Source: an optimization exercise on an open RTL-to-GDS flow (aim: small area). Production flows keep margins and buffers that such runs may drop.
RTL that was checked went through simulation tests only; none was proved equivalent to the original.
Only the layout flow was run in runs 4 to 6; the RTL was not checked for function there.
Power and IR drop assume default switching activity. No driver is modelled on the clock port, so clocking that relies on it looks cheaper here than on a real chip.

==> flow/design.v <==
package afi_phy_pkg;
	typedef logic [3-1:0] shift_t;
	typedef struct packed
	{
		logic [15-1:0] addr;
		logic [3-1:0] ba;
		logic [1-1:0] cs_n;
		logic [1-1:0] cke;
		logic [1-1:0] odt;
		logic ras_n;
		logic cas_n;
		logic we_n;
		logic rst_n;
	} afi_cmd_t;
	typedef struct packed
	{
		logic [32-1:0] wdata;
		logic [4-1:0] dm;
		logic valid;
	} afi_wr_t;
	typedef struct packed
	{
		afi_cmd_t cmd;
		logic [32-1:0] dq;
		logic [4-1:0] dm;
		logic dqs_en;
		logic oct_en;
		logic dq_oe;
	} mem_bus_t;
	localparam int AFI_CMD_W = 15 + 3 + 3 * 1 + 4;
	localparam int AFI_WR_W = 32 + 4 + 1;
	localparam int MEM_BUS_W = AFI_CMD_W + 32 + 4 + 3;
	localparam afi_cmd_t AFI_NOP = {
		15'(0),  
		3'(0),  
		{1{1'b1}},  
		1'(0),  
		1'(0),  
		1'b1,  
		1'b1,  
		1'b1,  
		1'b0  
	};
endpackage
module afi_delay_line
#(
	parameter int W = 1,
	parameter int DEPTH = 8
)
(
	input logic pll_afi_clk,
	input logic [DEPTH-1:0] sel,
	input logic [W-1:0] d,
	output logic [W-1:0] q
);
	logic [W-1:0] stage [DEPTH-1];
	logic [W-1:0] nxt;
	for (genvar b = 0; b < W; b++)
	begin : g_bit
		logic [DEPTH-1:0] taps;
		always_comb
		begin
			taps[0] = d[b];
			for (int k = 1; k < DEPTH; k++)
				taps[k] = stage[k-1][b];
		end
		afi_sel_bit #(
			.N(DEPTH)
		) u_sel (
			.sel(sel),
			.taps(taps),
			.y(nxt[b])
		);
	end
	always_ff @(posedge pll_afi_clk)
	begin
		stage[0] <= d;
		for (int i = 1; i < DEPTH - 1; i++)
			stage[i] <= stage[i-1];
		q <= nxt;
	end
endmodule
module afi_tap_sel
#(
	parameter int DEPTH = 8
)
(
	input logic reset,
	input logic [3-1:0] tap,
	input logic [3-1:0] age,
	output logic [DEPTH-1:0] sel
);
	always_comb
	begin
		for (int k = 0; k < DEPTH; k++)
			sel[k] = ~reset && (tap == 3'(k)) && (age >= 3'(k));
	end
endmodule
module afi_sel_bit
#(
	parameter int N = 8
)
(
	input logic [N-1:0] sel,
	input logic [N-1:0] taps,
	output logic y
);
	logic n0, n1;
	afi_aoi222 u_a0 (.a(sel[2:0]), .b(taps[2:0]), .y(n0));
	afi_aoi222 u_a1 (.a(sel[5:3]), .b(taps[5:3]), .y(n1));
	assign y = ~(n0 & n1) | (sel[6] & taps[6]) | (sel[7] & taps[7]);
endmodule
module afi_aoi222
(
	input logic [2:0] a,
	input logic [2:0] b,
	output logic y
);
	assign y = ~|(a & b);
endmodule
module addr_cmd_path
(
	input logic pll_afi_clk,
	input logic reset,
	input afi_phy_pkg::afi_cmd_t afi_cmd,
	input afi_phy_pkg::shift_t ac_shift,
	input afi_phy_pkg::shift_t age,
	output afi_phy_pkg::afi_cmd_t cmd
);
	logic [8-1:0] sel;
	afi_tap_sel #(
		.DEPTH(8)
	) u_sel (
		.reset(reset),
		.tap(ac_shift),
		.age(age),
		.sel(sel)
	);
	afi_delay_line #(
		.W(afi_phy_pkg::AFI_CMD_W),
		.DEPTH(8)
	) u_cmd_dly (
		.pll_afi_clk(pll_afi_clk),
		.sel(sel),
		.d(afi_cmd),
		.q(cmd)
	);
endmodule
module write_path
(
	input logic pll_afi_clk,
	input logic reset,
	input afi_phy_pkg::afi_wr_t afi_wr,
	input afi_phy_pkg::shift_t wlat,
	input afi_phy_pkg::shift_t age,
	output logic [32+4-1:0] wr_data,
	output logic dqs_en,
	output logic oct_en
);
	logic [8-1:0] sel;
	afi_phy_pkg::afi_wr_t wr_dly;
	logic wr_valid;
	logic oct_post;
	afi_tap_sel #(
		.DEPTH(8)
	) u_sel (
		.reset(reset),
		.tap(wlat),
		.age(age),
		.sel(sel)
	);
	afi_delay_line #(
		.W(afi_phy_pkg::AFI_WR_W),
		.DEPTH(8)
	) u_wr_dly (
		.pll_afi_clk(pll_afi_clk),
		.sel(sel),
		.d(afi_wr),
		.q(wr_dly)
	);
	always_ff @(posedge pll_afi_clk)
	begin
		wr_data <= {wr_dly.wdata, wr_dly.dm};
		if (reset)
		begin
			wr_valid <= 1'b0;
			oct_post <= 1'b0;
		end
		else
		begin
			wr_valid <= wr_dly.valid;
			oct_post <= wr_valid;
		end
	end
	assign dqs_en = wr_dly.valid | wr_valid;
	assign oct_en = dqs_en | oct_post;
endmodule
module phy_regs
(
	input logic pll_afi_clk,
	input logic reset,
	input logic [8-1:0] paddr,
	input logic psel,
	input logic penable,
	input logic pwrite,
	input logic [32-1:0] pwdata,
	output logic [32-1:0] prdata,
	output logic pready,
	output logic pslverr,
	output afi_phy_pkg::shift_t ac_shift,
	output afi_phy_pkg::shift_t wlat,
	output logic mem_stable,
	output logic mem_clk_disable,
	output logic [8-1:0] calib_skip_steps
);
	logic addr_hit;
	logic access;
	assign pready = 1'b1;
	assign access = psel & penable;
	always_comb
	begin
		prdata = '0;
		addr_hit = 1'b1;
		case (paddr)
			8'('h0):
				prdata[1:0] = {mem_clk_disable, mem_stable};
			8'('h4):
			begin
				prdata[3-1:0] = ac_shift;
				prdata[4 +: 3] = wlat;
			end
			8'('h8):
				prdata[8-1:0] = calib_skip_steps;
			default:
				addr_hit = 1'b0;
		endcase
	end
	assign pslverr = access & ~addr_hit;
	always_ff @(posedge pll_afi_clk)
	begin
		if (reset)
		begin
			mem_stable <= 1'b0;
			mem_clk_disable <= 1'b0;
			ac_shift <= '0;
			wlat <= '0;
			calib_skip_steps <= '1;
		end
		else if (access && pwrite)
		begin
			case (paddr)
				8'('h0):
				begin
					mem_stable <= pwdata[0];
					mem_clk_disable <= pwdata[1];
				end
				8'('h4):
				begin
					ac_shift <= pwdata[3-1:0];
					wlat <= pwdata[4 +: 3];
				end
				8'('h8):
					calib_skip_steps <= pwdata[8-1:0];
				default:
					;
			endcase
		end
	end
endmodule
module mem_out_stage
(
	input logic pll_afi_clk,
	input logic reset,
	input afi_phy_pkg::afi_cmd_t cmd,
	input logic mem_stable,
	input logic [32+4-1:0] wr_data,
	input logic dqs_en,
	input logic oct_en,
	input logic mem_clk_disable,
	output afi_phy_pkg::mem_bus_t mem,
	output logic mem_ck_en
);
	logic dq_en;
	always_ff @(posedge pll_afi_clk)
	begin
		if (reset || !mem_stable)
			mem.cmd <= afi_phy_pkg::AFI_NOP;
		else
			mem.cmd <= cmd;
	end
	always_ff @(posedge pll_afi_clk)
		{mem.dq, mem.dm} <= wr_data;
	always_ff @(posedge pll_afi_clk)
	begin
		if (reset)
		begin
			dq_en <= 1'b0;
			mem.oct_en <= 1'b0;
			mem_ck_en <= 1'b1;
		end
		else
		begin
			dq_en <= dqs_en;
			mem.oct_en <= oct_en;
			mem_ck_en <= ~mem_clk_disable;
		end
	end
	assign mem.dqs_en = dq_en;
	assign mem.dq_oe = dq_en;
endmodule
module afi_phy_top
(
	input logic pll_afi_clk,
	input logic reset,
	input logic [afi_phy_pkg::AFI_CMD_W-1:0] afi_cmd,
	input logic [afi_phy_pkg::AFI_WR_W-1:0] afi_wr,
	input logic [8-1:0] paddr,
	input logic psel,
	input logic penable,
	input logic pwrite,
	input logic [32-1:0] pwdata,
	output logic [32-1:0] prdata,
	output logic pready,
	output logic pslverr,
	output logic [afi_phy_pkg::MEM_BUS_W-1:0] mem,
	output logic mem_ck_en,
	output logic [8-1:0] calib_skip_steps
);
	afi_phy_pkg::shift_t ac_shift;
	afi_phy_pkg::shift_t wlat;
	logic mem_stable;
	logic mem_clk_disable;
	afi_phy_pkg::afi_cmd_t ac_cmd;
	afi_phy_pkg::shift_t age;
	logic [32+4-1:0] wr_data;
	logic dqs_en;
	logic oct_en;
	phy_regs u_regs (
		.pll_afi_clk(pll_afi_clk),
		.reset(reset),
		.paddr(paddr),
		.psel(psel),
		.penable(penable),
		.pwrite(pwrite),
		.pwdata(pwdata),
		.prdata(prdata),
		.pready(pready),
		.pslverr(pslverr),
		.ac_shift(ac_shift),
		.wlat(wlat),
		.mem_stable(mem_stable),
		.mem_clk_disable(mem_clk_disable),
		.calib_skip_steps(calib_skip_steps)
	);
	always_ff @(posedge pll_afi_clk)
	begin
		if (reset)
			age <= '0;
		else if (age != '1)
			age <= age + 3'(1);
	end
	addr_cmd_path u_ac (
		.pll_afi_clk(pll_afi_clk),
		.reset(reset),
		.afi_cmd(afi_cmd),
		.ac_shift(ac_shift),
		.age(age),
		.cmd(ac_cmd)
	);
	write_path u_wr (
		.pll_afi_clk(pll_afi_clk),
		.reset(reset),
		.afi_wr(afi_wr),
		.wlat(wlat),
		.age(age),
		.wr_data(wr_data),
		.dqs_en(dqs_en),
		.oct_en(oct_en)
	);
	mem_out_stage u_out (
		.pll_afi_clk(pll_afi_clk),
		.reset(reset),
		.cmd(ac_cmd),
		.mem_stable(mem_stable),
		.wr_data(wr_data),
		.dqs_en(dqs_en),
		.oct_en(oct_en),
		.mem_clk_disable(mem_clk_disable),
		.mem(mem),
		.mem_ck_en(mem_ck_en)
	);
endmodule
==> flow/run.sh <==
#!/bin/bash
# synth_recipe.tcl (not shown) runs the flow's synth.tcl, then flattens the netlist and writes it again
# the make line also repeats each setting of config.mk as NAME=value (left out here)
make -C /OpenROAD-flow-scripts/flow DESIGN_CONFIG=/design/flow/config.mk WORK_HOME=/design/flow/orfs CLKGATE_MAP_FILE= SYNTH_SCRIPT=/design/flow/synth_recipe.tcl finish
==> flow/config.mk <==
export PLATFORM = sky130hd
export DESIGN_NAME = afi_phy_top
export DESIGN_NICKNAME = afi_phy_top
export VERILOG_FILES = /design/flow/design.v
export SDC_FILE = /design/flow/constraint.sdc
export NUM_CORES = 4
export LEC_CHECK = 0
export CAP_MARGIN = 20
export CORE_MARGIN = 2
export CORE_UTILIZATION = 70
export CTS_CLUSTER_DIAMETER = 100
export CTS_CLUSTER_SIZE = 30
export SLEW_MARGIN = 20
export SYNTH_HIERARCHICAL = 1
export SYNTH_MINIMUM_KEEP_SIZE = 0
==> flow/constraint.sdc <==
create_clock -name core_clock -period 5.0 [get_ports {pll_afi_clk}]
set_input_delay 1.0000 -clock core_clock [delete_from_list [all_inputs] [get_ports {pll_afi_clk}]]
set_output_delay 1.0000 -clock core_clock [all_outputs]
set_load 0.01 [all_outputs]
==> impl_summary.log, run 1 <==
[metrics] P&R area growth vs syn: 17.0%
[metrics] Leakage Power: 7.28 nW
[metrics] Setup TNS Final: 0 ns
[metrics] worst hold path class: flip-flop to flip-flop
[metrics] Critical Path Start Type: input pin
[metrics] category of cells accounting for the largest share of critical-path delay: buffers and inverters
[metrics] total grt overflow: 0
[metrics] Post-CTS Hold Fix Bufs: 0
[metrics] number of buffers created by CTS: 24
[metrics] final clock skew: 0.0175 ns
[metrics] row count: 54
[metrics] placed standard-cell area: 17700 um^2
[metrics] crit-path most repeated cell: sky130_fd_sc_hd__clkdlybuf4s50_1
[metrics] insertion delay to the later sink of the worst-skew pair: 0.56 ns
[metrics] violation count after the first detailed-route iteration: 1132
[metrics] largest net degree at the start of global routing: 44
[metrics] area inside the core boundary: 21900 um^2
[metrics] number of instances in the synthesized netlist: 1054
[metrics] initial core utilization: 0.717
[metrics] Clock H-tree levels: 1
[metrics] die boundary height: 154 um
[metrics] Synth area leaders: sky130_fd_sc_hd__dfxtp_1, sky130_fd_sc_hd__a222oi_1, sky130_fd_sc_hd__a22oi_1, sky130_fd_sc_hd__nand3_1, sky130_fd_sc_hd__buf_4
[metrics] wire length reported by the detailed router: 31.1 mm
[metrics] fraction of registers with async set or reset after synthesis: 0
[metrics] ant diodes: 0
[metrics] cell at the slowest stage of the critical path: sky130_fd_sc_hd__nor2b_1
[metrics] data arrival time at the worst-slack endpoint: 3.00 ns
[metrics] number of optimization iterations in the first detailed-route pass: 9
[metrics] number of register bits inferred by synthesis: 617
[metrics] final number of setup-violating endpoints: 0
[metrics] result of the run: timing/DRC/antenna clean
[metrics] antenna violations before repair: 1
[metrics] relative max-transition margin: 0.267
[metrics] routed length per placed instance: 20.3 um
[metrics] type of element capturing the critical path: output pin
[metrics] required time reported for the critical path endpoint: 4.00 ns
[metrics] post-CTS resize count: 0
[metrics] first-pass GRT wire length: 49.3 mm
[metrics] CTS sink cnt: 617
[metrics] maximum cell stage delay along the critical path: 0.58 ns
[metrics] number of top-level pins: 214
[metrics] vias in the first global route: 9360
[metrics] mean number of vias per cell: 6.16
[metrics] peak supply drop: 450 uV
[metrics] warning count from the yosys run: 17
[metrics] residual antenna-violating net count after detailed routing: 0
[metrics] number of cells after detailed placement: 1501
[metrics] maximum fanout along the worst path: 9
[metrics] unrepaired setup endpoints after global routing: false
[metrics] fraction of final layout cells sized beyond drive strength 1: 0.0505
[metrics] final std cell area, no fill: 18400 um^2
[metrics] Post-synth EDFFs: 0
[metrics] routed via count: 9407
[metrics] sequential cell area fraction in the yosys report: 0.787
[metrics] portion of synthesized cell area occupied by the leading cell type: 0.787
[metrics] worst-case clock buffer depth: 3
[metrics] overall die area: 23600 um^2
[metrics] area of the mapped netlist: 15700 um^2
[metrics] Remaining DRCs: 0
[metrics] CTS tree: built
[metrics] CTS clock-pin slew for the worst setup and hold paths: 0.10 ns
[metrics] most used flip-flop cell after synthesis: sky130_fd_sc_hd__dfxtp_1
[metrics] HPWL after detailed placement: 18.2 mm
[metrics] global placement routability congestion: 0.754
[metrics] Final Non-Filler Cells: 1528
[metrics] # port buffers: 164
[metrics] critical path buffer and inverter count: 2
[metrics] max-capacitance violation count: 0
[metrics] most area-hungry cell type in the Yosys netlist: sky130_fd_sc_hd__dfxtp_1
[metrics] ordered list of cells on the worst path: clkdlybuf4s50_1 > nor2b_1 > and4_2 > clkdlybuf4s50_1
[metrics] number of hold-slack violations in the final timing report: 0
[metrics] Post-layout nets: 1356
[metrics] post-route fraction of the period consumed by the critical path: 0.801
[metrics] count of distinct cell types in the synthesized netlist: 34
[metrics] Max Freq: 250 MHz
[metrics] Worst Setup Path Type: input pin to output pin
[metrics] slew at the pin with the worst max-slew slack: 1.10 ns
[metrics] setup bufs post-CTS: 0
[metrics] power density over cell area: 422 nW/um^2
[metrics] Die Width: 154 um
[metrics] total count of max-transition violations in the final report: 0
[metrics] post-route minimum period: 4.00 ns
[metrics] clk root buf: sky130_fd_sc_hd__clkbuf_16
[metrics] Avg Cell Area, Syn: 14.9 um^2
[metrics] GRT Util Overall: 0.257
cell usage in the layout, fill, tap and decap left out, types with 2 or more instances in the layout:
cell type / instances
sky130_fd_sc_hd__clkinv_8: 2
sky130_fd_sc_hd__nand2_1: 5
sky130_fd_sc_hd__conb_1: 25
sky130_fd_sc_hd__a22oi_1: 66
sky130_fd_sc_hd__nor2_4: 2
sky130_fd_sc_hd__and4_2: 2
sky130_fd_sc_hd__ha_1: 2
sky130_fd_sc_hd__clkbuf_16: 24
sky130_fd_sc_hd__nand3_1: 64
sky130_fd_sc_hd__a21oi_1: 2
sky130_fd_sc_hd__buf_4: 16
sky130_fd_sc_hd__dfxtp_1: 617
sky130_fd_sc_hd__a222oi_1: 124
sky130_fd_sc_hd__nand3b_1: 2
sky130_fd_sc_hd__nor3_1: 2
sky130_fd_sc_hd__nor2_1: 31
sky130_fd_sc_hd__and3b_1: 21
sky130_fd_sc_hd__mux2i_1: 20
sky130_fd_sc_hd__nand4b_1: 2
sky130_fd_sc_hd__nor3_2: 4
sky130_fd_sc_hd__a2bb2oi_1: 2
sky130_fd_sc_hd__nand2b_1: 19
sky130_fd_sc_hd__nor2_2: 2
sky130_fd_sc_hd__nor4_2: 6
sky130_fd_sc_hd__or3b_1: 4
sky130_fd_sc_hd__nor4_4: 3
sky130_fd_sc_hd__clkdlybuf4s50_1: 163
sky130_fd_sc_hd__nor2b_1: 6
cells in the mapped netlist (all sizes together) (3+ instances only):
cell	number
nor2	35
and3b	21
dfxtp	617
nor3	6
buf	32
mux2i	20
clkbuf	4
nor4	9
and4	3
nand3	64
or3b	4
a222oi	124
nor2b	6
nand2b	19
a22oi	66
nand2	5
sequential cells by signal (all words and copies together) (netlist names):
| register | count |
|---|---|
| u_ac.u_cmd_dly.q | 25 |
| u_regs.mem_stable | 1 |
| u_wr.wr_data | 36 |
| u_regs.ac_shift | 3 |
| age | 3 |
| u_wr.u_wr_dly.q | 37 |
| u_wr.u_wr_dly.stage | 259 |
| u_wr.oct_post | 1 |
| u_regs.wlat | 3 |
| u_out.dq_en | 1 |
| u_regs.mem_clk_disable | 1 |
| u_out.mem_ck_en | 1 |
| u_ac.u_cmd_dly.stage | 175 |
| u_out.mem | 62 |
| u_regs.calib_skip_steps | 8 |
| u_wr.wr_valid | 1 |
area by class of cell:
cell class                 count  area (um^2)
fill                        1204         3530
tap                          280          350
clock inverter                 2         32.5
multi-input combinational    424         3260
sequential                   617        12400
clock buffer                  25          604
timing repair buffer         180         1760
per-stage QoR:
stage / setup WS, ns / utilization / power (mW) / hold slack [ns]
global placement: 1.06 / 0.809 / 5.58 / 0.310
finish: 0.997 / 0.839 / 7.74 / 0.333
CTS: 0.979 / 0.839 / 7.77 / 0.336
detailed placement: 0.982 / 0.809 / 5.61 / 0.312
global route: 0.887 / 0.839 / 7.99 / 0.341
floorplan: 0.664 / - / 5.45 / 0.310
modules after synthesis, one instance, submodules excluded, excerpt:
module / copies in the design / flip-flops and latches / area [um^2] / cells
write_path: 1 / 38 / 786 / 42
afi_aoi222: 124 / 0 / 10.0 / 1
phy_regs: 1 / 16 / 1060 / 123
afi_phy_top: 1 / 3 / 125 / 11
mem_out_stage: 1 / 64 / 1570 / 98
routing by layer:
metal / GRT usage / wire length (um)
met1: 0.351 / 13200
met2: 0.436 / 15100
met3: 0.0395 / 2210
met4: 0.0620 / 589
met5: 0 / 0
final timing paths:
check / startpoint / endpoint / slack [ns] / depth (start not counted)
setup / recovery: paddr[3] / prdata[3] / 1.0 / 4
hold reg to reg: u_wr.u_wr_dly.q[33]$_DFF_P_ / u_wr.wr_data[32]$_DFF_P_ / 0.33 / 0
hold / removal: u_wr.u_wr_dly.q[33]$_DFF_P_ / u_wr.wr_data[32]$_DFF_P_ / 0.33 / 0
setup reg to reg: u_regs.wlat[2]$_SDFFE_PP0P_ / u_wr.u_wr_dly.q[25]$_DFF_P_ / 2.66 / 4
report_power, final:
part / internal, mW / switching, mW
logic: 0.133 / 0.0991
clock network: 0.882 / 1.35
registers: 5.16 / 0.110
cell families after synthesis:
| logic type | synth area share |
|---|---|
| compound gates | 0.113 |
| other cells | 0.000479 |
| simple gates | 0.0680 |
| fa+ha+maj | 0.00159 |
| xor+xnor | 0.000558 |
| mux | 0.0128 |
| buf+inv | 0.0167 |
| flops | 0.787 |
==> run 2: changes to the inputs <==
--- a/flow/config.mk
+++ b/flow/config.mk
@@ -9,5 +9,5 @@
 export CORE_MARGIN = 2
-export CORE_UTILIZATION = 70
-export CTS_CLUSTER_DIAMETER = 100
-export CTS_CLUSTER_SIZE = 30
+export CORE_UTILIZATION = 60
+export CTS_CLUSTER_DIAMETER = 80
+export CTS_CLUSTER_SIZE = 25
 export SLEW_MARGIN = 20
==> impl_summary.log, run 2 <==
[metrics] result of the run: timing/DRC/antenna clean
[metrics] P&R area growth vs syn: 18.7%
[metrics] mean number of vias per cell: 5.75 (-6.7%)
[metrics] type of element capturing the critical path: output pin
[metrics] Critical Path Start Type: input pin
[metrics] unrepaired setup endpoints after global routing: false
[metrics] Post-synth EDFFs: 0 (unchanged)
[metrics] Post-layout nets: 1364 (+0.59%)
[metrics] slack of the worst reg-to-reg path: 2.83 ns (+0.17 ns)
[metrics] Core Util, Final: 0.721 (-0.118)
[metrics] largest net degree at the start of global routing: 45 (+2.3%)
[metrics] fraction of registers with async set or reset after synthesis: 0 (unchanged)
[metrics] required time reported for the critical path endpoint: 4.00 ns (about the same)
[metrics] count of distinct cell types in the synthesized netlist: 34 (unchanged)
[metrics] hold wc startpoint: u_wr.u_wr_dly.q[4]$_DFF_P_
[metrics] number of buffers created by CTS: 28 (+17%)
[metrics] Largest regs: u_wr.u_wr_dly.stage x259, u_ac.u_cmd_dly.stage x175, u_out.mem x62
[metrics] max-capacitance violation count: 0 (unchanged)
[metrics] relative max-transition margin: 0.400 (+0.134)
[metrics] setup bufs post-CTS: 0 (unchanged)
[metrics] slew at the pin with the worst max-slew slack: 0.895 ns (-0.203 ns)
[metrics] Leakage Power: 7.37 nW (+1.3%)
[metrics] max FFs per register: 259 (unchanged)
[metrics] endpoint with the worst hold slack: u_wr.wr_data[3]$_DFF_P_
[metrics] row count: 59 (+9.3%)
[metrics] Die Width: 166 um (+7.8%)
[metrics] Max Freq: 252 MHz (+0.99%)
[metrics] portion of synthesized cell area occupied by the leading cell type: 0.787 (unchanged)
[metrics] most frequent cell after synthesis: sky130_fd_sc_hd__dfxtp_1
[metrics] post-CTS resize count: 0 (unchanged)
[metrics] Avg Cell Area, Syn: 14.9 um^2 (unchanged)
[metrics] number of instances in the synthesized netlist: 1054 (unchanged)
[metrics] Setup TNS Final: 0 ns (unchanged)
[metrics] CTS sink cnt: 617 (unchanged)
[metrics] violation count after the first detailed-route iteration: 1101 (-2.7%)
[metrics] vias in the first global route: 8971 (-4.2%)
[metrics] routed length per placed instance: 18.8 um (-7.4%)
[metrics] commonest cells after routing, fill and taps aside: sky130_fd_sc_hd__dfxtp_1, sky130_fd_sc_hd__clkdlybuf4s50_1, sky130_fd_sc_hd__a222oi_1
[metrics] # port buffers: 164 (unchanged)
[metrics] final number of setup-violating endpoints: 0 (unchanged)
[metrics] HPWL after detailed placement: 17.4 mm (-4.1%)
[metrics] area of the mapped netlist: 15700 um^2 (unchanged)
[metrics] CTS tree: built
[metrics] total count of max-transition violations in the final report: 0 (unchanged)
[metrics] worst hold path class: flip-flop to flip-flop
[metrics] most common library cell in the layout ignoring fill and taps: sky130_fd_sc_hd__dfxtp_1
[metrics] number of hold-slack violations in the final timing report: 0 (unchanged)
[metrics] area inside the core boundary: 25800 um^2 (+18%)
[metrics] most area-hungry cell type in the Yosys netlist: sky130_fd_sc_hd__dfxtp_1
[metrics] worst-case clock buffer depth: 3 (unchanged)
[metrics] Remaining DRCs: 0 (unchanged)
[metrics] top cells by instance count after synthesis: sky130_fd_sc_hd__dfxtp_1, sky130_fd_sc_hd__a222oi_1, sky130_fd_sc_hd__a22oi_1, sky130_fd_sc_hd__nand3_1, sky130_fd_sc_hd__nor2_1
[metrics] Min-Delay Path Depth: 0 (unchanged)
[metrics] final clock skew: 0.0173 ns (-0.000215 ns)
[metrics] maximum fanout along the worst path: 9 (unchanged)
[metrics] initial core utilization: 0.607 (-0.109)
[metrics] count of cells along the worst register-to-register path: 5 (+1)
[metrics] total grt overflow: 0 (unchanged)
[metrics] number of top-level pins: 214 (unchanged)
[metrics] ant diodes: 0 (unchanged)
[metrics] routed via count: 9143 (-2.8%)
[metrics] Most flops, register: u_wr.u_wr_dly.stage
[metrics] GRT Util Overall: 0.214 (-0.0428)
[metrics] residual antenna-violating net count after detailed routing: 0 (unchanged)
[metrics] number of optimization iterations in the first detailed-route pass: 10 (+1)
[metrics] Clock H-tree levels: 1 (unchanged)
[metrics] peak supply drop: 318 uV (-29%)
[metrics] CTS clock-pin slew for the worst setup and hold paths: 0.09 ns (about the same)
[metrics] launch instance of the worst register-to-register path: u_regs.ac_shift[2]$_SDFFE_PP0P_
[metrics] end of the worst register-to-register path: u_ac.u_cmd_dly.q[6]$_DFF_P_
[metrics] number of register bits inferred by synthesis: 617 (unchanged)
[metrics] most used flip-flop cell after synthesis: sky130_fd_sc_hd__dfxtp_1
[metrics] post-route fraction of the period consumed by the critical path: 0.793 (-0.00784)
[metrics] sequential cell area fraction in the yosys report: 0.787 (unchanged)
[metrics] fraction of final layout cells sized beyond drive strength 1: 0.0573 (+0.00684)
[metrics] overall die area: 27500 um^2 (+16%)
[metrics] data arrival time at the worst-slack endpoint: 2.96 ns (-0.04 ns)
[metrics] first-pass GRT wire length: 48.4 mm (-1.8%)
[metrics] overall power consumption: 7.98 mW (+3.1%)
[metrics] power density over cell area: 428 nW/um^2 (+1.6%)
[metrics] global placement routability congestion: 0.725 (-3.9%)
[metrics] warning count from the yosys run: 17 (unchanged)
[metrics] Post-CTS Hold Fix Bufs: 0 (unchanged)
[metrics] wire length reported by the detailed router: 30.0 mm (-3.6%)
[metrics] clk root buf: sky130_fd_sc_hd__clkbuf_16
[metrics] antenna violations before repair: 0 (-1)
[metrics] insertion delay to the later sink of the worst-skew pair: 0.57 ns (about the same)
[metrics] Worst Setup Path Type: input pin to output pin
[metrics] post-route minimum period: 3.96 ns (-0.0392 ns)
[metrics] Synth area leaders: sky130_fd_sc_hd__dfxtp_1, sky130_fd_sc_hd__a222oi_1, sky130_fd_sc_hd__a22oi_1, sky130_fd_sc_hd__nand3_1, sky130_fd_sc_hd__buf_4
[metrics] die boundary height: 166 um (+7.8%)
[run 2: cell families after synthesis]
| logic type | share of synthesized area |
|---|---|
| flops | 0.787 |
| compound gates | 0.113 |
| simple gates | 0.0680 |
| buf+inv | 0.0167 |
| mux | 0.0128 |
| fa+ha+maj | 0.00159 |
| other cells | 0.000479 |
| xor+xnor | 0.000558 |
[run 2: through the flow]
| step | cell area (um^2) | cells | setup slack, ns | hold WS [ns] |
|---|---|---|---|---|
| after floorplan | 15800 | 1077 | 0.664 | 0.310 |
| after global placement | 17800 | 1558 | 1.06 | 0.310 |
| after CTS | 18600 | 1591 | 1.04 | 0.332 |
| after detailed placement | 17800 | 1560 | 1.04 | 0.312 |
| after global routing | 18600 | 1591 | 0.885 | 0.336 |
| final | 18600 | 1591 | 1.04 | 0.331 |
[run 2: final cells by class]
cell class | instances | area (um^2)
Multi-Input combinational cell | 424 | 3260
Tap cell | 335 | 419
Clock inverter | 3 | 76.3
Timing Repair Buffer | 184 | 1810
Sequential cell | 617 | 12400
Fill cell | 1794 | 7220
Clock buffer | 28 | 701
[run 2: report_power, final]
part           total (mW)  internal [mW]  switching [mW]
clock                2.49           1.11            1.38
sequential           5.26           5.16           0.102
combinational       0.227          0.133          0.0944
total                7.98           6.40            1.57
[run 2: routing by layer]
metal	track usage	vias to the layer above	share of wire
met4	0.0359	0	0.0098
li1	-	4345	-
met3	0.0323	31	0.065
met2	0.344	325	0.46
met5	0	-	0
met1	0.316	4442	0.47
[run 2: worst max-delay path, cell delays in order]
cell and delay [ns]:
sky130_fd_sc_hd__clkdlybuf4s50_1 0.56, sky130_fd_sc_hd__nor2b_1 0.56, sky130_fd_sc_hd__and4_2 0.31, sky130_fd_sc_hd__clkdlybuf4s50_1 0.53
[run 2: Yosys stat by module, one instance, submodules excluded, excerpt]
module | cells | flip-flops and latches
write_path | 42 | 38
afi_phy_top | 11 | 3
mem_out_stage | 98 | 64
phy_regs | 123 | 16
afi_aoi222 | 1 | 0
[run 2: worst max path at each step]
stage | start | end | slack [ns] | depth (start not counted)
global route | paddr[3] | prdata[4] | 0.89 | 5
CTS | paddr[3] | prdata[7] | 1.04 | 4
detailed placement | paddr[3] | prdata[7] | 1.04 | 4
finish | paddr[3] | prdata[7] | 1.04 | 4
global placement | paddr[3] | prdata[7] | 1.06 | 4
floorplan | reset | u_wr.u_wr_dly.q[0]$_DFF_P_ | 0.66 | 3
==> run 3: changes to the inputs <==
==> flow/flow/run.sh (new file) <==
#!/bin/bash
# Standard ORFS layout, with the port buffers made of the smallest buffer
# cell instead of the one buffer_ports picks by default.
set -euo pipefail
bash standard.sh "BUFFER_PORTS_ARGS=-buffer_cell sky130_fd_sc_hd__buf_1" finish > standard_make.log 2>&1
==> flow/standard.sh (new file) <==
#!/bin/bash
# synth_recipe.tcl (not shown) runs the flow's synth.tcl, then flattens the netlist and writes it again
# the make line also repeats each setting of config.mk as NAME=value (left out here)
make -C /OpenROAD-flow-scripts/flow DESIGN_CONFIG=/design/flow/config.mk WORK_HOME=/design/flow/orfs CLKGATE_MAP_FILE= SYNTH_SCRIPT=/design/flow/synth_recipe.tcl "${@:-finish}"
--- a/flow/config.mk
+++ b/flow/config.mk
@@ -9,5 +9,5 @@
 export CORE_MARGIN = 2
-export CORE_UTILIZATION = 60
-export CTS_CLUSTER_DIAMETER = 80
-export CTS_CLUSTER_SIZE = 25
+export CORE_UTILIZATION = 70
+export CTS_CLUSTER_DIAMETER = 100
+export CTS_CLUSTER_SIZE = 30
 export SLEW_MARGIN = 20
removed: flow/run.sh
==> impl_summary.log, run 3 <==
[metrics] result of the run: timing/DRC/antenna clean
[metrics] number of instances in the synthesized netlist: 1054 (unchanged)
[metrics] number of register bits inferred by synthesis: 617 (unchanged)
[metrics] Post-synth EDFFs: 0 (unchanged)
[metrics] most frequent cell after synthesis: sky130_fd_sc_hd__dfxtp_1
[metrics] data arrival time at the worst-slack endpoint: 2.23 ns (-0.73 ns)
[metrics] part of the total power dissipated in sequential elements: 0.689 (+0.029)
[metrics] commonest cells after routing, fill and taps aside: sky130_fd_sc_hd__dfxtp_1, sky130_fd_sc_hd__buf_1, sky130_fd_sc_hd__a222oi_1
[metrics] routed length per placed instance: 18.9 um (+0.27%)
[metrics] area of the mapped netlist: 15700 um^2 (unchanged)
[metrics] final std cell area, no fill: 17300 um^2 (-6.9%)
[metrics] max-capacitance violation count: 0 (unchanged)
[metrics] final clock skew: 0.0240 ns (+0.00665 ns)
[metrics] Remaining DRCs: 0 (unchanged)
[metrics] setup bufs post-CTS: 0 (unchanged)
[metrics] worst hold path class: flip-flop to flip-flop
[metrics] global placement routability congestion: 0.713 (-1.6%)
[metrics] post-CTS resize count: 0 (unchanged)
[metrics] Setup TNS Final: 0 ns (unchanged)
[metrics] area inside the core boundary: 21900 um^2 (-15%)
[metrics] most common library cell in the layout ignoring fill and taps: sky130_fd_sc_hd__dfxtp_1
[metrics] Die Width: 154 um (-7.2%)
[metrics] fraction of registers with async set or reset after synthesis: 0 (unchanged)
[metrics] fraction of final layout cells sized beyond drive strength 1: 0.0498 (-0.00757)
[metrics] endpoint of the most critical setup path: prdata[3]
[metrics] Worst Setup Path Type: input pin to output pin
[metrics] share of total power in combinational logic: 0.021 (-0.007)
[metrics] routed via count: 9089 (-0.59%)
[metrics] CTS tree: built
[metrics] violation count after the first detailed-route iteration: 1140 (+3.5%)
[metrics] Core Util, Final: 0.792 (+0.0710)
[metrics] required time reported for the critical path endpoint: 4.00 ns (about the same)
[metrics] mean number of vias per cell: 5.95 (+3.5%)
[metrics] CTS clock-pin slew for the worst setup and hold paths: 0.11 ns (+0.02 ns)
[metrics] initial core utilization: 0.717 (+0.109)
[metrics] sw frac: 0.201 (+0.00404)
[metrics] relative max-transition margin: 0.286 (-0.115)
[metrics] net switching power of the design: 1.54 mW (-2.2%)
[metrics] hold wc startpoint: u_wr.u_wr_dly.q[29]$_DFF_P_
[metrics] most used flip-flop cell after synthesis: sky130_fd_sc_hd__dfxtp_1
[metrics] share of power burned in the clock network: 0.290 (-0.022)
[metrics] Internal Dissipation: 6.11 mW (-4.6%)
[metrics] number of optimization iterations in the first detailed-route pass: 8 (-2)
[metrics] residual antenna-violating net count after detailed routing: 0 (unchanged)
[metrics] insertion delay to the later sink of the worst-skew pair: 0.56 ns (about the same)
[metrics] number of buffers created by CTS: 24 (-14%)
[metrics] vias in the first global route: 8707 (-2.9%)
[metrics] launch instance of the worst register-to-register path: u_regs.wlat[2]$_SDFFE_PP0P_
[metrics] max FFs per register: 259 (unchanged)
[metrics] maximum fanout along the worst path: 9 (unchanged)
[metrics] sequential cell area fraction in the yosys report: 0.787 (unchanged)
[metrics] warning count from the yosys run: 17 (unchanged)
[metrics] type of element capturing the critical path: output pin
[metrics] overall power consumption: 7.65 mW (-4.1%)
[metrics] Avg Cell Area, Syn: 14.9 um^2 (unchanged)
[metrics] largest net degree at the start of global routing: 48 (+6.7%)
[metrics] total count of max-transition violations in the final report: 0 (unchanged)
[metrics] wire length reported by the detailed router: 28.9 mm (-3.7%)
[metrics] post-route fraction of the period consumed by the critical path: 0.646 (-0.147)
[metrics] CTS sink cnt: 617 (unchanged)
[metrics] most area-hungry cell type in the Yosys netlist: sky130_fd_sc_hd__dfxtp_1
[metrics] Clock H-tree levels: 1 (unchanged)
[metrics] Critical Path Start Type: input pin
[metrics] overall die area: 23600 um^2 (-14%)
[metrics] final number of setup-violating endpoints: 0 (unchanged)
[metrics] Synth area leaders: sky130_fd_sc_hd__dfxtp_1, sky130_fd_sc_hd__a222oi_1, sky130_fd_sc_hd__a22oi_1, sky130_fd_sc_hd__nand3_1, sky130_fd_sc_hd__buf_4
[metrics] Critical Path Start: paddr[3]
[metrics] Post-layout nets: 1355 (-0.66%)
[metrics] Largest regs: u_wr.u_wr_dly.stage x259, u_ac.u_cmd_dly.stage x175, u_out.mem x62
[metrics] count of cells along the worst register-to-register path: 4 (-1)
[metrics] unrepaired setup endpoints after global routing: false
[metrics] Max Freq: 310 MHz (+23%)
[metrics] antenna violations before repair: 3 (+3)
[metrics] count of distinct cell types in the synthesized netlist: 34 (unchanged)
[metrics] P&R area growth vs syn: 10.4%
[metrics] top cells by instance count after synthesis: sky130_fd_sc_hd__dfxtp_1, sky130_fd_sc_hd__a222oi_1, sky130_fd_sc_hd__a22oi_1, sky130_fd_sc_hd__nand3_1, sky130_fd_sc_hd__nor2_1
[metrics] Most flops, register: u_wr.u_wr_dly.stage
[metrics] slew at the pin with the worst max-slew slack: 1.07 ns (+0.174 ns)
[metrics] power density over cell area: 441 nW/um^2 (+3.0%)
[metrics] slack of the worst reg-to-reg path: 2.67 ns (-0.16 ns)
[metrics] portion of synthesized cell area occupied by the leading cell type: 0.787 (unchanged)
[metrics] post-route minimum period: 3.23 ns (-0.735 ns)
[metrics] total grt overflow: 0 (unchanged)
[metrics] number of hold-slack violations in the final timing report: 0 (unchanged)
[metrics] # port buffers: 164 (unchanged)
[metrics] peak supply drop: 500 uV (+57%)
[metrics] worst-case clock buffer depth: 3 (unchanged)
[metrics] die boundary height: 154 um (-7.2%)
[metrics] row count: 54 (-8.5%)
[metrics] placed standard-cell area: 16700 um^2 (-6.5%)
[metrics] GRT Util Overall: 0.239 (+0.0250)
[metrics] Leakage Power: 6.84 nW (-7.2%)
[metrics] clk root buf: sky130_fd_sc_hd__clkbuf_16
[metrics] number of top-level pins: 214 (unchanged)
[metrics] Post-CTS Hold Fix Bufs: 0 (unchanged)
[metrics] first-pass GRT wire length: 45.8 mm (-5.3%)
[metrics] end of the worst register-to-register path: u_wr.u_wr_dly.q[20]$_DFF_P_
[metrics] HPWL after detailed placement: 16.9 mm (-3.2%)
run 3: routing by layer:
| metal | global-route usage | routed length [um] | vias up |
|---|---|---|---|
| met3 | 0.0361 | 2220 | 31 |
| li1 | - | - | 4323 |
| met2 | 0.394 | 13700 | 357 |
| met1 | 0.341 | 12500 | 4374 |
| met5 | 0 | 26 | - |
| met4 | 0.0529 | 388 | 4 |
run 3: cells by family (layout without fill, tap and decap cells):
| kind of cell | after synthesis | in the layout | share of synthesized area |
|---|---|---|---|
| buffers and inverters | 36 | 205 | 0.0167 |
| AND/OR/NAND/NOR | 181 | 181 | 0.0680 |
| adder cells (fa/ha/maj) | 2 | 2 | 0.00159 |
| AO/OA/AOI/OAI | 195 | 195 | 0.113 |
| multiplexers | 20 | 20 | 0.0128 |
| XOR/XNOR | 1 | 1 | 0.000558 |
| flip-flops | 617 | 617 | 0.787 |
| other | 2 | 27 | 0.000479 |
run 3: how the worst min path moves through the flow:
| stage | endpoint | slack [ns] | cells past startpoint |
|---|---|---|---|
| after floorplan | u_out.mem[10]$_DFF_P_ | 0.31 | 0 |
| after global placement | u_wr.wr_data[17]$_DFF_P_ | 0.31 | 0 |
| after detailed placement | u_wr.wr_data[13]$_DFF_P_ | 0.31 | 0 |
| after CTS | u_wr.wr_data[28]$_DFF_P_ | 0.33 | 0 |
| after global routing | u_out.mem[21]$_DFF_P_ | 0.33 | 0 |
| final | u_wr.wr_data[28]$_DFF_P_ | 0.33 | 0 |
run 3: area by class of cell:
class / count / area, um^2
sequential: 617 / 12400
fill: 1329 / 4560
multi-input combinational: 424 / 3260
timing repair buffer: 179 / 729
clock buffer: 24 / 601
tap: 280 / 350
clock inverter: 2 / 32.5
antenna: 2 / 5.00
run 3: per-module statistics from Yosys, one instance, submodules excluded, a selection:
| module | times used | cells | cell area, um^2 | flip-flops and latches |
|---|---|---|---|---|
| phy_regs | 1 | 123 | 1060 | 16 |
| afi_phy_top | 1 | 11 | 125 | 3 |
| mem_out_stage | 1 | 98 | 1570 | 64 |
| afi_aoi222 | 124 | 1 | 10.0 | 0 |
| write_path | 1 | 42 | 786 | 38 |
run 3: power by group through the flow:
stage | clock [mW] | combinational (mW) | sequential (mW)
final | 2.22 | 0.161 | 5.27
after global routing | 2.42 | 0.178 | 5.30
after CTS | 2.25 | 0.162 | 5.27
after detailed placement | 0 | 0.160 | 5.38
after global placement | 0 | 0.158 | 5.36
after floorplan | 0 | 0.0996 | 5.35
run 3: metrics by stage:
stage | setup slack [ns] | std cells | hold slack, ns
after floorplan | 0.664 | 1077 | 0.310
after global placement | 1.73 | 1500 | 0.310
after detailed placement | 1.72 | 1500 | 0.312
after CTS | 1.77 | 1526 | 0.332
after global routing | 1.62 | 1526 | 0.334
final | 1.77 | 1528 | 0.332
run 3: worst max-delay path, cell delays in order:
cell and delay, ns:
sky130_fd_sc_hd__buf_1 0.19, sky130_fd_sc_hd__nor2b_1 0.59, sky130_fd_sc_hd__and4_2 0.30, sky130_fd_sc_hd__buf_1 0.15
==> run 4: changes to the inputs <==
--- a/flow/design.v
+++ b/flow/design.v
@@ -274,3 +274,3 @@
 	input afi_phy_pkg::afi_cmd_t cmd,
-	input logic mem_stable,
+	input logic cmd_hold,
 	input logic [32+4-1:0] wr_data,
@@ -284,8 +284,3 @@
 	always_ff @(posedge pll_afi_clk)
-	begin
-		if (reset || !mem_stable)
-			mem.cmd <= afi_phy_pkg::AFI_NOP;
-		else
-			mem.cmd <= cmd;
-	end
+		mem.cmd <= cmd_hold ? afi_phy_pkg::AFI_NOP : cmd;
 	always_ff @(posedge pll_afi_clk)
@@ -333,2 +328,3 @@
 	afi_phy_pkg::afi_cmd_t ac_cmd;
+	logic cmd_hold;
 	afi_phy_pkg::shift_t age;
@@ -361,2 +357,3 @@
 	end
+	assign cmd_hold = reset | ~mem_stable;
 	addr_cmd_path u_ac (
@@ -383,3 +380,3 @@
 		.cmd(ac_cmd),
-		.mem_stable(mem_stable),
+		.cmd_hold(cmd_hold),
 		.wr_data(wr_data),
==> impl_summary.log, run 4 <==
[metrics] Post-layout nets: 1356 (+0.074%)
[metrics] number of top-level pins: 214 (unchanged)
[metrics] largest net degree at the start of global routing: 43 (-10%)
[metrics] worst hold path class: flip-flop to flip-flop
[metrics] CTS clock-pin slew for the worst setup and hold paths: 0.10 ns (about the same)
[metrics] total count of max-transition violations in the final report: 0 (unchanged)
[metrics] Leakage Power: 6.72 nW (-1.8%)
[metrics] antenna violations before repair: 1 (-2)
[metrics] GRT Util Overall: 0.239 (+0.000271)
[metrics] Largest regs: u_wr.u_wr_dly.stage x259, u_ac.u_cmd_dly.stage x175, u_out.mem x62
[metrics] count of distinct cell types in the synthesized netlist: 33 (-2.9%)
[metrics] met1 layer wirelength in the final routing: 12.0 mm (-4.1%)
[metrics] wire length reported by the detailed router: 29.2 mm (+1.2%)
[metrics] portion of synthesized cell area occupied by the leading cell type: 0.790 (+0.00334)
[metrics] routed length per placed instance: 19.1 um (+1.2%)
[metrics] relative max-transition margin: 0.305 (+0.0193)
[metrics] cell at the slowest stage of the critical path: sky130_fd_sc_hd__nor2b_1
[metrics] number of optimization iterations in the first detailed-route pass: 9 (+1)
[metrics] Max Freq: 304 MHz (-1.9%)
[metrics] post-route fraction of the period consumed by the critical path: 0.658 (+0.0125)
[metrics] worst-case clock buffer depth: 3 (unchanged)
[metrics] number of instances in the synthesized netlist: 1053 (-0.095%)
[metrics] Setup TNS Final: 0 ns (unchanged)
[metrics] Synth area leaders: sky130_fd_sc_hd__dfxtp_1, sky130_fd_sc_hd__a222oi_1, sky130_fd_sc_hd__a22oi_1, sky130_fd_sc_hd__nand3_1, sky130_fd_sc_hd__buf_4
[metrics] most used flip-flop cell after synthesis: sky130_fd_sc_hd__dfxtp_1
[metrics] maximum cell stage delay along the critical path: 0.64 ns (+0.05 ns)
[metrics] power density over cell area: 442 nW/um^2 (+0.19%)
[metrics] HPWL after detailed placement: 17.2 mm (+1.8%)
[metrics] CTS tree: built
[metrics] Min-Delay Path Depth: 0 (unchanged)
[metrics] count of cells along the worst register-to-register path: 4 (unchanged)
[metrics] routed via count: 9025 (-0.70%)
[metrics] Clock H-tree levels: 1 (unchanged)
[metrics] clk root buf: sky130_fd_sc_hd__clkbuf_16
[metrics] number of fill cells in the layout: 1344 (+1.1%)
[metrics] Die Width: 153 um (-0.20%)
[metrics] violation count after the first detailed-route iteration: 948 (-17%)
[metrics] result of the run: timing/DRC/antenna clean
[metrics] ordered list of cells on the worst path: buf_1 > nor2b_1 > and4_2 > buf_1
[metrics] first-pass GRT wire length: 45.9 mm (+0.29%)
[metrics] Critical Path Start Type: input pin
[metrics] initial core utilization: 0.714 (-0.00303)
[metrics] storage element area: 12400 um^2 (unchanged)
[metrics] die boundary height: 153 um (-0.20%)
[metrics] sequential cell area fraction in the yosys report: 0.790 (+0.00334)
[metrics] setup bufs post-CTS: 0 (unchanged)
[metrics] Worst Setup Path Type: input pin to output pin
[metrics] peak supply drop: 498 uV (-0.36%)
[metrics] slack of the worst reg-to-reg path: 2.73 ns (+0.06 ns)
[metrics] data arrival time at the worst-slack endpoint: 2.29 ns (+0.06 ns)
[metrics] Post-CTS Hold Fix Bufs: 0 (unchanged)
[metrics] hold wc startpoint: u_wr.wr_data[7]$_DFF_P_
[metrics] # port buffers: 164 (unchanged)
[metrics] max-capacitance violation count: 0 (unchanged)
[metrics] multi-input combinational cell area: 3220 um^2 (-1.3%)
[metrics] end of the worst register-to-register path: u_wr.u_wr_dly.q[8]$_DFF_P_
[metrics] fraction of registers with async set or reset after synthesis: 0 (unchanged)
[metrics] maximum fanout along the worst path: 9 (unchanged)
[metrics] met3 routed WL: 1.77 mm (-20%)
[metrics] Post-synth EDFFs: 0 (unchanged)
[metrics] uppermost layer routed: met4
[metrics] residual antenna-violating net count after detailed routing: 0 (unchanged)
[metrics] final number of setup-violating endpoints: 0 (unchanged)
[metrics] CTS sink cnt: 617 (unchanged)
[metrics] P&R area growth vs syn: 10.6%
[metrics] number of buffers created by CTS: 24 (unchanged)
[metrics] area inside the core boundary: 21900 um^2 (unchanged)
[metrics] insertion delay to the later sink of the worst-skew pair: 0.56 ns (about the same)
[metrics] unrepaired setup endpoints after global routing: false
[metrics] row count: 54 (unchanged)
[metrics] Remaining DRCs: 0 (unchanged)
[metrics] number of hold-slack violations in the final timing report: 0 (unchanged)
[metrics] slew at the pin with the worst max-slew slack: 1.04 ns (-0.0288 ns)
[metrics] most common library cell in the layout ignoring fill and taps: sky130_fd_sc_hd__dfxtp_1
[metrics] mean number of vias per cell: 5.91 (-0.70%)
[metrics] commonest cells after routing, fill and taps aside: sky130_fd_sc_hd__dfxtp_1, sky130_fd_sc_hd__buf_1, sky130_fd_sc_hd__a222oi_1
[metrics] total grt overflow: 0 (unchanged)
[metrics] worst hold slack: 0.325 ns (-0.00677 ns)
[metrics] area of the mapped netlist: 15600 um^2 (-0.42%)
[metrics] launch instance of the worst register-to-register path: u_regs.wlat[2]$_SDFFE_PP0P_
[metrics] post-CTS resize count: 0 (unchanged)
[metrics] max FFs per register: 259 (unchanged)
[metrics] overall die area: 23500 um^2 (-0.41%)
[metrics] post-route minimum period: 3.29 ns (+0.0627 ns)
[metrics] final clock skew: 0.0166 ns (-0.00738 ns)
[metrics] type of element capturing the critical path: output pin
[metrics] warning count from the yosys run: 17 (unchanged)
[metrics] fraction of final layout cells sized beyond drive strength 1: 0.0505 (+0.000762)
[metrics] number of register bits inferred by synthesis: 617 (unchanged)
[metrics] Most flops, register: u_wr.u_wr_dly.stage
[metrics] top cells by instance count after synthesis: sky130_fd_sc_hd__dfxtp_1, sky130_fd_sc_hd__a222oi_1, sky130_fd_sc_hd__a22oi_1, sky130_fd_sc_hd__nand3_1, sky130_fd_sc_hd__nor2_1
[metrics] most frequent cell after synthesis: sky130_fd_sc_hd__dfxtp_1
[metrics] Avg Cell Area, Syn: 14.8 um^2 (-0.33%)
[metrics] Met2 Routed Length: 14.8 mm (+8.3%)
[metrics] endpoint with the worst hold slack: u_out.mem[10]$_DFF_P_
[metrics] vias in the first global route: 8989 (+3.2%)
[metrics] crit-path most repeated cell: sky130_fd_sc_hd__buf_1
[metrics] global placement routability congestion: 0.750 (+5.2%)
[metrics] most area-hungry cell type in the Yosys netlist: sky130_fd_sc_hd__dfxtp_1
[metrics] required time reported for the critical path endpoint: 4.00 ns (about the same)
==> run 4: how the worst max path moves through the flow <==
stage	from	depth (start not counted)	end	slack [ns]
global placement	paddr[3]	4	prdata[7]	1.78
floorplan	reset	3	u_wr.u_wr_dly.q[0]$_DFF_P_	0.66
global route	paddr[3]	5	prdata[5]	1.54
detailed placement	paddr[3]	4	prdata[3]	1.73
CTS	paddr[3]	4	prdata[3]	1.73
finish	paddr[3]	4	prdata[3]	1.71
==> run 4: per-module statistics from Yosys (local to each module, per instance), excerpt <==
module,cell area [um^2],cells,copies in the design
afi_aoi222,10.0,1,124
afi_phy_top,131,12,1
phy_regs,1060,123,1
mem_out_stage,1490,96,1
write_path,786,42,1
==> run 4: critical path, delay by kind of cell <==
| kind | cells | cell delay (ns) |
|---|---|---|
| buffers and inverters | 2 | 0.34 |
| AND/OR/NAND/NOR | 2 | 0.95 |
==> run 4: power by group <==
group	total, mW	switching [mW]	internal [mW]	leakage (nW)
registers	5.27	0.108	5.16	5.18
clock network	2.21	1.33	0.879	0.310
logic	0.162	0.0921	0.0697	1.24
total	7.64	1.53	6.11	6.72
==> run 4: metal layers <==
metal / GRT usage / vias up
met2: 0.425 / 266
met4: 0.0690 / 0
met5: 0 / -
li1: - / 4304
met1: 0.305 / 4418
met3: 0.0383 / 37
==> run 4: stage by stage <==
step                power, mW  cell area (um^2)  setup WS [ns]  cells   util
floorplan                5.45             15700          0.664   1076      -
global placement         5.52             16600           1.78   1501  0.760
detailed placement       5.54             16600           1.73   1501  0.760
CTS                      7.69             17300           1.73   1527  0.789
global route             7.89             17300           1.54   1527  0.789
finish                   7.64             17300           1.71   1528  0.790
==> run 4: cell type report <==
type,count,area share
clock buffer,24,0.0347
antenna,1,0.000145
multi-input combinational,425,0.186
clock inverter,2,0.00188
sequential,617,0.715
tap,280,0.0203
timing repair buffer,179,0.0422
==> run 4: cells by family after synthesis <==
| logic type | share of synthesized area |
|---|---|
| DFF | 0.790 |
| AOI/OAI and AO/OA | 0.113 |
| and+or+nand+nor | 0.0649 |
| buffers and inverters | 0.0159 |
| muxes | 0.0128 |
| adders and majority gates | 0.00160 |
| other | 0.000481 |
| xor gates and xnor gates | 0.000561 |
==> run 5: changes to the inputs <==
==> flow/flow/run.sh (replaced) <==
#!/bin/bash
# Standard ORFS layout, with the port buffers made of the smallest buffer
# cell instead of the one buffer_ports picks by default.
set -euo pipefail
bash standard.sh "BUFFER_PORTS_ARGS=-buffer_cell sky130_fd_sc_hd__buf_1" "RECOVER_POWER=100" finish > standard_make.log 2>&1
==> impl_summary.log, run 5 <==
[metrics] Remaining DRCs: 0 (unchanged)
[metrics] top cells by instance count after synthesis: sky130_fd_sc_hd__dfxtp_1, sky130_fd_sc_hd__a222oi_1, sky130_fd_sc_hd__a22oi_1, sky130_fd_sc_hd__nand3_1, sky130_fd_sc_hd__nor2_1
[metrics] CTS tree: built
[metrics] warning count from the yosys run: 17 (unchanged)
[metrics] largest net degree at the start of global routing: 43 (unchanged)
[metrics] worst-case clock buffer depth: 3 (unchanged)
[metrics] storage element area: 12400 um^2 (unchanged)
[metrics] Worst Setup Path Type: input pin to flip-flop
[metrics] wire length reported by the detailed router: 29.2 mm (+0.15%)
[metrics] number of optimization iterations in the first detailed-route pass: 8 (-1)
[metrics] max FFs per register: 259 (unchanged)
[metrics] worst hold slack: 0.326 ns (+0.00106 ns)
[metrics] mean number of vias per cell: 5.89 (-0.27%)
[metrics] Setup TNS Final: 0 ns (unchanged)
[metrics] cell at the slowest stage of the critical path: sky130_fd_sc_hd__clkbuf_1
[metrics] Post-CTS Hold Fix Bufs: 0 (unchanged)
[metrics] most used flip-flop cell after synthesis: sky130_fd_sc_hd__dfxtp_1
[metrics] first-pass GRT wire length: 45.9 mm (unchanged)
[metrics] routed via count: 9001 (-0.27%)
[metrics] fraction of registers with async set or reset after synthesis: 0 (unchanged)
[metrics] number of register bits inferred by synthesis: 617 (unchanged)
[metrics] Post-synth EDFFs: 0 (unchanged)
[metrics] Layout Check Fails: capacitance limit, slew limit
[metrics] launch instance of the worst register-to-register path: u_regs.ac_shift[2]$_SDFFE_PP0P_
[metrics] maximum cell stage delay along the critical path: 1.25 ns (+0.61 ns)
[metrics] critical path buffer and inverter count: 3 (+1)
[metrics] Die Width: 153 um (unchanged)
[metrics] number of cells after detailed placement: 1501 (unchanged)
[metrics] die boundary height: 153 um (unchanged)
[metrics] total grt overflow: 0 (unchanged)
[metrics] share of synthesized cell area in full adder, half adder and majority cells: 0.00160 (unchanged)
[metrics] Largest regs: u_wr.u_wr_dly.stage x259, u_ac.u_cmd_dly.stage x175, u_out.mem x62
[metrics] total count of max-transition violations in the final report: 43 (+43)
[metrics] fraction of final layout cells sized beyond drive strength 1: 0.0449 (-0.00561)
[metrics] area share of and/or/nand/nor cells after synthesis: 0.0649 (unchanged)
[metrics] P&R area growth vs syn: 10.4%
[metrics] max-capacitance violation count: 1 (+1)
[metrics] placed standard-cell area: 16600 um^2 (unchanged)
[metrics] number of hold-slack violations in the final timing report: 0 (unchanged)
[metrics] type of element capturing the critical path: flip-flop
[metrics] multi-input combinational cell area: 3190 um^2 (-0.89%)
[metrics] category of cells accounting for the largest share of critical-path delay: buffers and inverters
[metrics] unrepaired setup endpoints after global routing: false
[metrics] Critical Path Start Type: input pin
[metrics] CTS clock-pin slew for the worst setup and hold paths: 0.10 ns (about the same)
[metrics] GRT Util Overall: 0.239 (unchanged)
[metrics] relative max-transition margin: -0.0882 (-0.393)
[metrics] Post-layout nets: 1356 (unchanged)
[metrics] final clock skew: 0.0160 ns (-0.000607 ns)
[metrics] residual antenna-violating net count after detailed routing: 0 (unchanged)
[metrics] end of the worst register-to-register path: u_ac.u_cmd_dly.q[3]$_DFF_P_
[metrics] ordered list of cells on the worst path: clkbuf_1 > clkbuf_1 > nor4_1 > clkbuf_2 > a222oi_1 > nand3_1
[metrics] # port buffers: 164 (unchanged)
[metrics] worst hold path class: flip-flop to flip-flop
[metrics] Final Non-Filler Cells: 1528 (unchanged)
[metrics] crit-path most repeated cell: sky130_fd_sc_hd__clkbuf_1
[metrics] required time reported for the critical path endpoint: 5.42 ns (+1.42 ns)
[metrics] clk root buf: sky130_fd_sc_hd__clkbuf_16
[metrics] HPWL after detailed placement: 17.2 mm (unchanged)
[metrics] slew at the pin with the worst max-slew slack: 1.63 ns (+0.592 ns)
[metrics] global placement routability congestion: 0.750 (unchanged)
[metrics] post-route minimum period: 3.93 ns (+0.637 ns)
[metrics] Max Freq: 255 MHz (-16%)
[metrics] setup bufs post-CTS: 0 (unchanged)
[metrics] Leakage Power: 6.71 nW (-0.23%)
[metrics] count of cells along the worst register-to-register path: 5 (+1)
[metrics] compound-cell area share of the yosys netlist: 0.113 (unchanged)
[metrics] area inside the core boundary: 21900 um^2 (unchanged)
[metrics] sequential cell area fraction in the yosys report: 0.790 (unchanged)
[metrics] number of top-level pins: 214 (unchanged)
[metrics] peak supply drop: 499 uV (+0.11%)
[metrics] result of the run: finished with violations
[metrics] final std cell area, no fill: 17200 um^2 (-0.23%)
[metrics] portion of synthesized cell area occupied by the leading cell type: 0.790 (unchanged)
[metrics] post-CTS resize count: 0 (unchanged)
[metrics] slack of the worst reg-to-reg path: 2.38 ns (-0.35 ns)
[metrics] number of fill cells in the layout: 1348 (+0.30%)
[metrics] number of instances in the synthesized netlist: 1053 (unchanged)
[metrics] most frequent cell after synthesis: sky130_fd_sc_hd__dfxtp_1
[metrics] overall die area: 23500 um^2 (unchanged)
[metrics] Most flops, register: u_wr.u_wr_dly.stage
[metrics] data arrival time at the worst-slack endpoint: 4.35 ns (+2.06 ns)
[metrics] power density over cell area: 443 nW/um^2 (+0.25%)
[metrics] commonest cells after routing, fill and taps aside: sky130_fd_sc_hd__dfxtp_1, sky130_fd_sc_hd__buf_1, sky130_fd_sc_hd__a222oi_1
[metrics] final number of setup-violating endpoints: 0 (unchanged)
[metrics] most area-hungry cell type in the Yosys netlist: sky130_fd_sc_hd__dfxtp_1
[metrics] Min-Delay Path Depth: 0 (unchanged)
[metrics] hold wc startpoint: u_wr.wr_data[7]$_DFF_P_
[metrics] routed length per placed instance: 19.1 um (+0.15%)
[metrics] antenna violations before repair: 1 (unchanged)
[metrics] violation count after the first detailed-route iteration: 982 (+3.6%)
[metrics] endpoint with the worst hold slack: u_out.mem[10]$_DFF_P_
[metrics] Clock H-tree levels: 1 (unchanged)
[metrics] overall power consumption: 7.64 mW (about the same)
[metrics] row count: 54 (unchanged)
[metrics] CTS sink cnt: 617 (unchanged)
[metrics] vias in the first global route: 8989 (unchanged)
[metrics] insertion delay to the later sink of the worst-skew pair: 0.55 ns (about the same)
[metrics] area of the mapped netlist: 15600 um^2 (unchanged)
[metrics] Synth Area in XOR/XNOR: 0.000560 (unchanged)
[metrics] most common library cell in the layout ignoring fill and taps: sky130_fd_sc_hd__dfxtp_1
[metrics] count of distinct cell types in the synthesized netlist: 33 (unchanged)
[metrics] initial core utilization: 0.714 (unchanged)
[metrics] Avg Cell Area, Syn: 14.8 um^2 (unchanged)
[metrics] maximum fanout along the worst path: 42 (+33)
[metrics] Synth area leaders: sky130_fd_sc_hd__dfxtp_1, sky130_fd_sc_hd__a222oi_1, sky130_fd_sc_hd__a22oi_1, sky130_fd_sc_hd__nand3_1, sky130_fd_sc_hd__buf_4
[metrics] post-synthesis mux area share: 0.0128 (unchanged)
[metrics] number of buffers created by CTS: 24 (unchanged)
[metrics] post-route fraction of the period consumed by the critical path: 0.786 (+0.127)
[metrics] dominant combinational cell family by area after synthesis: compound AO/OA/AOI/OAI gates
-- run 5: cell counts after synthesis --
Identical to the previous run, type by type.
-- run 5: layer usage --
| metal | wire, um | GRT usage |
|---|---|---|
| met2 | 14700 | 0.425 |
| met3 | 1790 | 0.0383 |
| met4 | 604 | 0.0690 |
| met1 | 12200 | 0.305 |
| met5 | 0 | 0 |
-- run 5: power by group --
part           switching (mW)  internal, mW
sequential              0.108          5.16
clock                    1.34         0.879
combinational          0.0913        0.0688
-- run 5: layout make-up --
class	instances	share of cell area
flip-flops and latches	617	0.716
multi-input cells	425	0.185
repair buffers	179	0.0416
clock buffers	24	0.0348
well taps	280	0.0203
clock inverters	2	0.00189
diodes	1	0.000145
-- run 5: per-module statistics from Yosys, one instance, submodules excluded, excerpt --
| module | times used | area (um^2) |
|---|---|---|
| afi_aoi222 | 124 | 10.0 |
| afi_phy_top | 1 | 131 |
| mem_out_stage | 1 | 1490 |
| phy_regs | 1 | 1060 |
| write_path | 1 | 786 |
-- run 5: how the worst max path moves through the flow --
stage / depth (start not counted) / endpoint / from / slack, ns
6_report: 6 / u_wr.u_wr_dly.q[18]$_DFF_P_ / reset / 1.07
5_1_grt: 6 / u_wr.u_wr_dly.q[4]$_DFF_P_ / reset / 0.82
4_1_cts: 4 / prdata[3] / paddr[3] / 1.73
3_5_place_dp: 4 / prdata[3] / paddr[3] / 1.73
3_3_place_gp: 4 / prdata[7] / paddr[3] / 1.78
2_1_floorplan: 3 / u_wr.u_wr_dly.q[0]$_DFF_P_ / reset / 0.66
-- run 5: stage by stage --
| stage | setup WS, ns | utilization |
|---|---|---|
| floorplan | 0.664 | - |
| global placement | 1.78 | 0.760 |
| detailed placement | 1.73 | 0.760 |
| CTS | 1.73 | 0.789 |
| global route | 0.822 | 0.788 |
| finish | 1.07 | 0.788 |
-- run 5: worst register-to-register path: stages (launching register included) --
cell,delay (ns)
sky130_fd_sc_hd__dfxtp_1,0.61
sky130_fd_sc_hd__nand3b_1,0.20
sky130_fd_sc_hd__nor3_1,0.21
sky130_fd_sc_hd__clkbuf_1,1.09
sky130_fd_sc_hd__a222oi_1,0.30
sky130_fd_sc_hd__nand3_1,0.15
-- run 5: kinds of logic after synthesis --
group / Yosys count
mux: 20
other cells: 2
flops: 617
fa+ha+maj: 2
xor+xnor: 1
simple gates: 182
buf+inv: 34
compound gates: 195
==> run 6: changes to the inputs <==
==> flow/flow/run.sh (replaced) <==
#!/bin/bash
# Standard ORFS layout, with the port buffers made of the smallest buffer
# cell instead of the one buffer_ports picks by default.
set -euo pipefail
bash standard.sh "BUFFER_PORTS_ARGS=-buffer_cell sky130_fd_sc_hd__buf_1" finish > standard_make.log 2>&1
--- a/flow/config.mk
+++ b/flow/config.mk
@@ -7,8 +7,8 @@
 export LEC_CHECK = 0
-export CAP_MARGIN = 20
+export CAP_MARGIN = 0
 export CORE_MARGIN = 2
 export CORE_UTILIZATION = 70
-export CTS_CLUSTER_DIAMETER = 100
-export CTS_CLUSTER_SIZE = 30
-export SLEW_MARGIN = 20
+export CTS_CLUSTER_DIAMETER = 80
+export CTS_CLUSTER_SIZE = 35
+export SLEW_MARGIN = 0
 export SYNTH_HIERARCHICAL = 1
==> impl_summary.log, run 6 <==
[metrics] Post-CTS Hold Fix Bufs: 0 (unchanged)
[metrics] setup bufs post-CTS: 0 (unchanged)
[metrics] post-route minimum period: 3.30 ns (-0.626 ns)
[metrics] Leakage Power: 6.69 nW (-0.17%)
[metrics] portion of synthesized cell area occupied by the leading cell type: 0.790 (unchanged)
[metrics] GRT Util Overall: 0.235 (-0.00407)
[metrics] Remaining DRCs: 0 (unchanged)
[metrics] Clock H-tree levels: 1 (unchanged)
[metrics] Internal Dissipation: 6.06 mW (-0.77%)
[metrics] most frequent cell after synthesis: sky130_fd_sc_hd__dfxtp_1
[metrics] Worst Setup Slack post-DPL: 1.73 ns (unchanged)
[metrics] GRT met3 Usage: 0.0391 (+0.000851)
[metrics] Post-synth EDFFs: 0 (unchanged)
[metrics] Setup TNS Final: 0 ns (unchanged)
[metrics] most common library cell in the layout ignoring fill and taps: sky130_fd_sc_hd__dfxtp_1
[metrics] initial core utilization: 0.714 (unchanged)
[metrics] area of the mapped netlist: 15600 um^2 (unchanged)
[metrics] Post-layout nets: 1353 (-0.22%)
[metrics] busiest layer in global routing: met2
[metrics] number of register bits inferred by synthesis: 617 (unchanged)
[metrics] share of total power in combinational logic: 0.021 (about the same)
[metrics] residual antenna-violating net count after detailed routing: 0 (unchanged)
[metrics] insertion delay to the later sink of the worst-skew pair: 0.55 ns (about the same)
[metrics] most area-hungry cell type in the Yosys netlist: sky130_fd_sc_hd__dfxtp_1
[metrics] die boundary height: 153 um (unchanged)
[metrics] most used flip-flop cell after synthesis: sky130_fd_sc_hd__dfxtp_1
[metrics] Avg Cell Area, Syn: 14.8 um^2 (unchanged)
[metrics] Final Non-Filler Cells: 1526 (-0.13%)
[metrics] number of cells after detailed placement: 1501 (unchanged)
[metrics] post-CTS resize count: 0 (unchanged)
[metrics] number of buffers created by CTS: 21 (-13%)
[metrics] unrepaired setup endpoints after global routing: false
[metrics] result of the run: timing/DRC/antenna clean
[metrics] clk root buf: sky130_fd_sc_hd__clkbuf_16
[metrics] sw frac: 0.199 (-0.00143)
[metrics] Critical Path Start Type: input pin
[metrics] largest net degree at the start of global routing: 43 (unchanged)
[metrics] row count: 54 (unchanged)
[metrics] CTS tree: built
[metrics] max FFs per register: 259 (unchanged)
[metrics] Most flops, register: u_wr.u_wr_dly.stage
[metrics] part of the total power dissipated in sequential elements: 0.696 (+0.007)
[metrics] worst hold path class: flip-flop to flip-flop
[metrics] overall power consumption: 7.57 mW (-0.95%)
[metrics] number of hold-slack violations in the final timing report: 0 (unchanged)
[metrics] max-capacitance violation count: 0 (-1)
[metrics] vias in the first global route: 8931 (-0.65%)
[metrics] fraction of registers with async set or reset after synthesis: 0 (unchanged)
[metrics] Worst Setup Path Type: input pin to output pin
## run 6: worst max-delay path: stages
cell,delay (ns)
sky130_fd_sc_hd__buf_1,0.19
sky130_fd_sc_hd__nor2b_1,0.65
sky130_fd_sc_hd__and4_2,0.31
sky130_fd_sc_hd__buf_1,0.15
## run 6: cell families after synthesis
logic type / count (synthesis) / share of synthesized area
flip-flops: 617 / 0.790
AO/OA/AOI/OAI: 195 / 0.113
AND/OR/NAND/NOR: 182 / 0.0649
buffers and inverters: 34 / 0.0159
multiplexers: 20 / 0.0128
adder cells (fa/ha/maj): 2 / 0.00160
other: 2 / 0.000481
XOR/XNOR: 1 / 0.000561
## run 6: metal layers
layer	part of all wire	wire [um]
met5	0	0
met4	0.019	533
met3	0.059	1700
met2	0.51	14500
met1	0.42	12000
## run 6: area by class of cell
class,count,area [um^2]
antenna,1,2.50
sequential,617,12400
tap,280,350
multi-input combinational,425,3210
clock buffer,21,526
fill,1352,4670
clock inverter,3,50.0
timing repair buffer,179,729
## run 6: power by group through the flow
stage          clock network, mW  logic [mW]  registers (mW)
2_1_floorplan                  0      0.0974            5.35
3_3_place_gp                   0       0.155            5.36
3_5_place_dp                   0       0.159            5.38
4_1_cts                     2.18       0.160            5.27
5_1_grt                     2.33       0.177            5.30
6_report                    2.14       0.160            5.27
## run 6: path summary, 6_finish.rpt
kind,cells past startpoint,to,slack (ns),from
worst max-delay path,4,prdata[3],1.70,paddr[3]
worst max register to register,5,u_ac.u_cmd_dly.q[18]$_DFF_P_,2.71,age[1]$_SDFFE_PP0P_
worst min register to register,0,u_wr.wr_data[21]$_DFF_P_,0.33,u_wr.u_wr_dly.q[22]$_DFF_P_
worst min-delay path,0,u_wr.wr_data[21]$_DFF_P_,0.33,u_wr.u_wr_dly.q[22]$_DFF_P_
## run 6: modules after synthesis (local to each module, per instance), excerpt
module,flops+latches,cells inside,copies in the design
mem_out_stage,64,96,1
phy_regs,16,123,1
write_path,38,42,1
afi_phy_top,3,12,1
afi_aoi222,0,1,124
## run 6: per-stage QoR
stage,area [um^2],hold slack [ns],utilization
after floorplan,15700,0.310,-
after global placement,16600,0.310,0.760
after detailed placement,16600,0.312,0.760
after CTS,17200,0.337,0.786
after global routing,17200,0.342,0.786
final,17200,0.335,0.786

Setup slack of run 6, layout unchanged: 1.696 ns with ideal ports, 1.674 ns with driving cells assumed (clock clkbuf_16, inputs buf_2), 1.674 ns with port delays also shifted by the 0.587 ns mid clock arrival.
